What follows belongs to an exercise in optimizing a design on an open flow for small area, a short achievable clock period and few clock cycles per item; a production flow would make more cautious choices. In this exercise RTL edits were held to simulation tests only and were not proved equivalent to the original. Power figures rest on the tool's default switching activity, not on a simulated workload.

## flow/design.v

```verilog
package instr_register_pkg;
  typedef enum logic [2:0] {
    ZERO  = 3'd0,
    PASSA = 3'd1,
    PASSB = 3'd2,
    ADD   = 3'd3,
    SUB   = 3'd4,
    MULT  = 3'd5,
    DIV   = 3'd6,
    MOD   = 3'd7
  } opcode_t;
  typedef logic signed [31:0] operand_t;
  typedef logic [4:0]         address_t;
  typedef logic signed [63:0] result_t;
  typedef struct packed {
    opcode_t  opc;
    operand_t op_a;
    operand_t op_b;
    result_t  res;
  } instruction_t;
  typedef enum logic [2:0] {
    ST_IDLE = 3'd0,
    ST_READ = 3'd1,
    ST_EXEC = 3'd2,
    ST_OUT  = 3'd3,
    ST_FIN  = 3'd4
  } exec_state_t;
  function automatic result_t sext_operand(input operand_t op);
    sext_operand = {{32{op[31]}}, op};
  endfunction
endpackage
module instr_add32 (
  input  logic [31:0] x,
  input  logic [31:0] y,
  input  logic        ci,
  output logic [31:0] s,
  output logic        co
);
  logic [32:0] c;
  assign c[0] = ci;
  genvar i;
  generate
    for (i = 0; i < 32; i = i + 1) begin : g_bit
      assign s[i]   = x[i] ^ y[i] ^ c[i];
      assign c[i+1] = (x[i] & y[i]) | (x[i] & c[i]) | (y[i] & c[i]);
    end
  endgenerate
  assign co = c[32];
endmodule
module instr_step (
  input  logic        mul,
  input  logic [31:0] x,
  input  logic [31:0] y,
  input  logic        ci,
  input  logic        dbit,
  output logic [31:0] xo,
  output logic        pb,
  output logic        q
);
  logic [31:0] t;
  logic        co;
  logic        t32;
  instr_add32 u_add (.x(x), .y(y), .ci(ci), .s(t), .co(co));
  assign t32 = x[31] ^ y[31] ^ co;
  assign q   = co;
  assign pb  = t[0];
  assign xo  = mul ? {t32, t[31:1]} : {(co ? t[30:0] : x[30:0]), dbit};
endmodule
module instr_exec_seq
#(
  parameter int DIV_EN = 1
) (
  input  logic         clk,
  input  logic         reset_n,
  input  logic         start,
  input  instr_register_pkg::address_t     start_addr,
  input  logic [5:0]   count,
  output instr_register_pkg::address_t     read_pointer,
  input  instr_register_pkg::instruction_t instruction_word,
  output logic         busy,
  output logic         done,
  output logic         res_valid,
  input  logic         res_ready,
  output instr_register_pkg::address_t     res_addr,
  output instr_register_pkg::opcode_t      res_opcode,
  output instr_register_pkg::result_t      res_value,
  output logic         res_err
);
  localparam logic [3:0] LAST_IT = 4'd10;   
  logic [2:0]  cap_opc;
  logic [31:0] cap_a;
  logic [31:0] cap_b;
  logic        cap_ok;      
  logic        adv;         
  logic [5:0]  to_issue;    
  logic        it;          
  logic        post;        
  logic [3:0]  cnt;
  logic        ext;         
  logic [63:0] w;
  logic [4:0]  rp;
  logic unused_res;
  assign unused_res = ^instruction_word.res;
  assign read_pointer = rp;
  assign res_value    = w;
  logic c_pa, c_pb, c_add, c_sub, c_mul, c_dm, c_isdiv;
  logic bz, sa, sb;
  assign c_pa    = (cap_opc == 3'd1);
  assign c_pb    = (cap_opc == 3'd2);
  assign c_add   = (cap_opc == 3'd3);
  assign c_sub   = (cap_opc == 3'd4);
  assign c_mul   = (cap_opc == 3'd5);
  assign c_dm    = cap_opc[2] & cap_opc[1];
  assign c_isdiv = ~cap_opc[0];
  assign bz      = (cap_b == 32'd0) || (DIV_EN == 0);
  assign sa      = cap_a[31];
  assign sb      = cap_b[31];
  logic f_iter;   
  assign f_iter = instruction_word.opc[2] & (instruction_word.opc[1] | instruction_word.opc[0]);
  logic [31:0] sx, sy, ss;
  logic        sci, sco, s32;
  assign sx  = (c_pa | c_add | c_sub | c_mul) ? cap_a : 32'd0;
  assign sy  = ((c_add | c_sub | c_pb) ? cap_b : 32'd0) | ((c_dm & ~bz) ? cap_a : 32'd0);
  assign sci = c_sub | (c_dm & ~bz & sa);
  instr_add32 u_sadd (.x(sx), .y(sy ^ {32{sci}}), .ci(sci), .s(ss), .co(sco));
  assign s32 = sx[31] ^ sy[31] ^ sci ^ sco;
  logic [31:0] bd;
  logic        last;
  assign bd   = cap_b ^ {32{~sb}};
  assign last = (cnt == LAST_IT);
  logic [31:0] x0, x1, x2, x3, y0, y1, y2;
  logic        ci0, ci1, ci2, p0, p1, p2, q0, q1, q2, s2;
  assign x0  = c_mul ? {ext, w[63:33]} : {w[63:33], w[32]};
  assign s2  = c_mul & last & w[2];
  assign y0  = c_mul ? (cap_b & {32{w[0]}}) : bd;
  assign y1  = c_mul ? (cap_b & {32{w[1]}}) : bd;
  assign y2  = c_mul ? ((cap_b & {32{w[2]}}) ^ {32{s2}}) : bd;
  assign ci0 = c_mul ? 1'b0 : ~sb;
  assign ci1 = c_mul ? 1'b0 : ~sb;
  assign ci2 = c_mul ? s2 : ~sb;
  instr_step u_st0 (.mul(c_mul), .x(x0), .y(y0), .ci(ci0), .dbit(w[31]), .xo(x1), .pb(p0), .q(q0));
  instr_step u_st1 (.mul(c_mul), .x(x1), .y(y1), .ci(ci1), .dbit(w[30]), .xo(x2), .pb(p1), .q(q1));
  instr_step u_st2 (.mul(c_mul), .x(x2), .y(y2), .ci(ci2), .dbit(1'b0),  .xo(x3), .pb(p2), .q(q2));
  logic [64:0] chain;
  assign chain = c_mul ? {x3, p2, p1, p0, w[32:3]}
                       : {1'b0, x3[31:1], w[29:0], q0, q1, q2};
  logic [31:0] pv, pn;
  logic        pneg;
  assign pv   = c_isdiv ? w[31:0] : {1'b0, w[63:33]};
  assign pneg = c_isdiv ? (sa ^ sb) : sa;
  genvar gi;
  generate
    for (gi = 0; gi < 32; gi = gi + 1) begin : g_neg
      if (gi == 0) begin : g0
        assign pn[gi] = pv[gi];
      end else begin : gn
        assign pn[gi] = pv[gi] ^ (pneg & (|pv[gi-1:0]));
      end
    end
  endgenerate
  logic p32;
  assign p32 = pneg & (|pv);
  logic wfree, pending, issue_s, issue_i, issue, finish, consumed, xfer, lastbeat;
  assign wfree    = ~res_valid | res_ready;
  assign pending  = busy & cap_ok & (to_issue != 6'd0) & ~it & ~post;
  assign issue_s  = pending & wfree & ~(c_mul | (c_dm & ~bz));
  assign issue_i  = pending & wfree &  (c_mul | (c_dm & ~bz));
  assign issue    = issue_s | issue_i;
  assign finish   = (it & last & c_mul) | post;
  assign consumed = issue_s | finish;
  assign xfer     = res_valid & res_ready;
  assign lastbeat = xfer & (to_issue == 6'd0);
  logic penult;
  assign penult = c_mul ? (it & (cnt == LAST_IT - 4'd1)) : (it & last);
  always_ff @(posedge clk or negedge reset_n) begin
    if (!reset_n) begin
      busy      <= 1'b0;
      done      <= 1'b0;
      res_valid <= 1'b0;
      it        <= 1'b0;
      post      <= 1'b0;
      cap_ok    <= 1'b0;
    end else begin
      done <= 1'b0;
      if (!busy) begin
        it     <= 1'b0;
        post   <= 1'b0;
        cap_ok <= 1'b0;
        if (start && !done) begin
          if (count != 6'd0) busy <= 1'b1;
          else               done <= 1'b1;
        end
      end else begin
        if (!cap_ok)                 cap_ok <= 1'b1;
        else if (consumed && !adv)   cap_ok <= 1'b0;
        else if (!consumed && adv)   cap_ok <= 1'b0;
        if (issue_i) it <= 1'b1;
        else if (it && last) it <= 1'b0;
        post <= it & last & ~c_mul;
        if (issue_s || finish) res_valid <= 1'b1;
        else if (xfer)         res_valid <= 1'b0;
        if (lastbeat) begin
          busy <= 1'b0;
          done <= 1'b1;
        end
      end
    end
  end
  always_ff @(posedge clk) begin
    cap_opc <= instruction_word.opc;
    cap_a   <= instruction_word.op_a;
    cap_b   <= instruction_word.op_b;
    if (!busy) begin
      rp       <= start_addr;
      to_issue <= count;
    end else begin
      if (!cap_ok || (consumed && adv)) begin
        rp  <= rp + {4'd0, ~f_iter};
        adv <= ~f_iter;
      end else if (consumed) begin
        rp  <= rp + 5'd1;
      end else if (adv) begin
        rp  <= rp - 5'd1;
      end else if (penult) begin
        rp  <= rp + 5'd1;
        adv <= 1'b1;
      end
      if (issue) to_issue <= to_issue - 6'd1;
    end
    if (issue) begin
      res_addr   <= adv ? rp - 5'd1 : rp;
      res_opcode <= instr_register_pkg::opcode_t'(cap_opc);
      res_err    <= c_dm & bz;
    end
    if (issue_i) cnt <= 4'd0;
    else if (it) cnt <= cnt + 4'd1;
    if (it) begin
      {ext, w} <= chain;
    end else if (post) begin
      w <= {{31{p32}}, p32, pn};
    end else if (res_valid && !res_ready) begin
      w <= w;
    end else if (issue_s) begin
      w <= {{31{s32}}, s32, ss};
    end else begin
      ext <= 1'b0;
      w   <= {31'd0, s32, ss};
    end
  end
endmodule
```

## flow/constraint.sdc

```tcl
create_clock -name core_clock -period 240.0 [get_ports {clk}]
set_input_delay 48.0000 -clock core_clock [delete_from_list [all_inputs] [get_ports {clk}]]
set_output_delay 48.0000 -clock core_clock [all_outputs]
set_load 0.01 [all_outputs]
```

## flow/config.mk

```make
export PLATFORM = sky130hd
export DESIGN_NAME = instr_exec_seq
export DESIGN_NICKNAME = instr_exec_seq
export VERILOG_FILES = /design/flow/design.v
export SDC_FILE = /design/flow/constraint.sdc
export NUM_CORES = 8
export LEC_CHECK = 0
export CAP_MARGIN = 20
export CORE_MARGIN = 2
export CORE_UTILIZATION = 25
export PLACE_DENSITY = 0.4
export SLEW_MARGIN = 20
```

## flow/run.sh

```bash
#!/bin/bash
# synth_recipe.tcl (not shown) runs the flow's synth.tcl, then flattens the netlist and writes it again
# the make line also repeats each setting of config.mk as NAME=value (left out here)
make -C /OpenROAD-flow-scripts/flow DESIGN_CONFIG=/design/flow/config.mk WORK_HOME=/design/flow/orfs CLKGATE_MAP_FILE= SYNTH_SCRIPT=/design/flow/synth_recipe.tcl finish
```

==> results.yml <==
status:
  status: "no timing/DRC/antenna violations"
sta:
  layout_min_cycle_time_ns: 50.71
  fmax_ghz: 0.0197
  worstMarginPinSlew_ns: 0.967
  fin_tns_setup_ns: 0
  fin_ws_ns: 189.29
  setup_viol: 0
  skew_ns: 0.0172
  slew_violations: 0
  finalHoldViolations: 0
  rsz0062_at_grt: "false"
  slew_headroom_pct: 33.8
  fin_crit_sh_pct: 21.1
route:
  wl_per_cell_um: 21.6
  remaining_drc_errors: 0
  firstDrtPassIters: 6
  vias: 12782
  routed_via_density: 5.00
  drt-total-wl_um: 55200
  ant_nets: 0
  drt_iter0_drc: 970
placed_design:
  dp_cells: 2522
  hpwlAfterDp_um: 39800
  dpl-instance-area_um2: 17100
  place_ws_ns: 188.81
  port_buffers: 162
  gp_routability_congestion: 0.816
critical_path:
  arrival_ns: 51.02
  slowest_stage: "nor2b_1"
  crit_path_start_kind: "input port"
  crit-reg2reg-capture: "w[52]"
  cp_data_required_time_ns: 240.31
  crit_chain: "clkdlybuf4s50_1, nand2b_1, o311ai_4, o21a_1, o21a_1, inv_1, ha_1, nor2b_1, nand3_1, or4_1, and4_1, o31ai_1"
  path_class: "in2reg"
  cp.buffers_inverters: 2
  crit_top_cell: "o21a_1"
  timing.reg2reg.setup_slack_ns: 191.68
  crit_fanout: 8
  reg2reg_from: "cap_opc[1]"
  cp_top_family: "simple AND/OR/NAND/NOR gates"
  ff2ff_path_depth: 113
  slowest_delay_ns: 0.49
  end_kind: "register"
synthesis:
  yosys-top-cells-count: "313 x nand2_1, 131 x a21oi_1, 129 x nor2_1"
  ys_ff_latch: 163
  synth_top_area_share_pct: 17.4
  synth_most_common_cell: "nand2_1"
  syn-num-nets: 1980
  synthDistinctLibCells: 83
  synth-async-reset-ratio_pct: 3.68
  synthesis.area_um2: 14900
  syn_inst: 1691
  yosys_warnings: 1
  syn_avg_cell_area_um2: 8.79
  seq_area_frac_synth_pct: 28.0
  synth_edf_count: 86
  synthFlopType: "edfxtp_1"
  ys_top_cells_by_area: "edfxtp_1 17%, fa_1 17%, dfxtp_1 9.6%"
  yosysTopAreaCell: "edfxtp_1"
clock_network:
  cts.repair.resized: 0
  cts_tree: "yes"
  clock_latency_ns: 0.51
  holdBufCountCts: 0
  cts_sinks: 163
  clock_path_buffers: 2
  cts_buffers: 17
  postCtsSetupRepairBufs: 0
  htree_levels: 4
  cts_root_buf: "clkbuf_16"
  clk_pin_slew_ns: 0.07
power_and_ir_drop:
  vdd_ir_drop_max_v: 0.00000913
  total_power_mw: 0.354
  leakagePower_nw: 6.92
  power.density_nw_per_um2: 19.9
global_route:
  use_met1_pct: 25.4
  top_usage_layer: "met2"
  track_usage_pct: 18.4
  grt_max_degree: 140
  use_met2_pct: 30.1
  antenna_found_initial: 0
  overflow: 0
  grt_pass1_wl_um: 83800
  use_met3_pct: 2.67
  grt_pass1_vias: 12777
finish:
  final_area_um2: 17800
  diodes: 0
  final-instance-count-excl-fill: 2554
  drive_gt1_share_pct: 7.58
  area_growth_pct: 19.5
  nNetsFinal: 2057
die:
  die_w_um: 248
  die_area_um2: 61400
  die_height_um: 248
  num_io_pins: 227
  initial_core_util_pct: 25.2
  rows: 89
  coreArea_um2: 58900
worst_hold_path:
  hold_end: "cap_ok"
  hold_path_depth: 1
  min_path_type: "reg2reg"
  min-delay-start: "cap_ok"
job:
  max-cap-violations: 0
-- power breakdown --
| part | switching, mW | internal, mW |
|---|---|---|
| Combinational | 0.139 | 0.119 |
| Clock | 0.0142 | 0.0161 |
| Sequential | 0.0213 | 0.0447 |
| Total | 0.175 | 0.180 |
-- how the worst max path moves through the flow --
stage / depth (start not counted) / end / startpoint
2_1_floorplan: 12 / rp[3] / res_ready
3_3_place_gp: 12 / rp[3] / res_ready
5_1_grt: 12 / rp[3] / res_ready
3_5_place_dp: 12 / rp[3] / res_ready
6_report: 12 / rp[3] / res_ready
4_1_cts: 12 / rp[3] / res_ready
-- cell type report --
class                           instances  area [um^2]
Fill cell                            6209        41200
Multi-Input combinational cell       1343         9960
Sequential cell                       163         4160
Timing Repair Buffer                  188         1830
Tap cell                              773          967
Clock buffer                           22          529
Inverter                               55          206
Clock inverter                         10         98.8
-- cell usage in the layout, fill, tap and decap left out, types with 19 or more instances in the layout --
cell,count
buf_4,25
a22oi_1,32
a21oi_2,32
inv_1,52
dfxtp_1,70
fa_1,125
a21oi_1,128
xor2_1,45
clkdlybuf4s50_1,162
edfxtp_1,86
a21o_1,31
o21a_1,28
xnor2_1,21
o21ai_0,77
mux2i_1,68
a31oi_1,24
clkbuf_16,21
nor2_1,127
a211oi_1,19
nand2_1,312
o211ai_1,32
nor2b_1,29
nor3_1,24
-- layer usage --
metal | share of wire (%) | up-vias
li1 | - | 6069
met1 | 47 | 6314
met2 | 47 | 359
met3 | 4.4 | 40
met4 | 1.4 | 0
met5 | 0 | -
-- sequential cells by signal (all words and copies together), names as in the netlist --
signal,flops
w,64
res_err,1
res_addr,5
cap_b,32
ext,1
post,1
cnt,4
res_valid,1
busy,1
cap_ok,1
done,1
it,1
to_issue,6
adv,1
cap_opc,3
res_opcode,3
rp,5
cap_a,32
-- metrics by stage --
| stage | hold WS [ns] | utilization (%) |
|---|---|---|
| 6_report | 0.490 | 30.1 |
| 5_1_grt | 0.518 | 30.1 |
| 4_1_cts | 0.495 | 30.1 |
| 3_5_place_dp | 0.485 | 29.0 |
| 3_3_place_gp | 0.481 | 29.0 |
| 2_1_floorplan | 0.406 | - |
-- kinds of logic after synthesis --
logic type               after synthesis  share of synthesized area [%]
AND/OR/NAND/NOR                      590                           17.8
AO/OA/AOI/OAI                        461                           20.5
adder cells (fa/ha/maj)              143                           18.5
flip-flops                           163                           28.0
buffers and inverters                185                           5.59
multiplexers                          81                           5.57
XOR/XNOR                              68                           4.10
Testbench counts, summed over its fixed seeds: cycles 34,718, items 6,353.

-- separate check: timing with driven ports --
Ports are ideal in the flow. The routed layout listed here was re-timed in OpenROAD. Step 1 assumes that a clkbuf_16 drives the clock port and a buf_2 every other input. Step 2 times the ports against the registers' clock, not the clock port: input delays grow and output delays shrink by t, the midpoint of the rising clock arrivals with the driver on. a / b / c = no drivers / after step 1 / after step 2; a / b = the first two.
shift t [ns]: 0.551
setup slack, ns: 189.294 / 189.324 / 188.773
clock arrival spread, ns: 0.017 / 0.018
After both steps this run still meets setup and hold. The setup slack of this run moves by +0.030 ns with the drivers and by -0.521 ns with both steps.
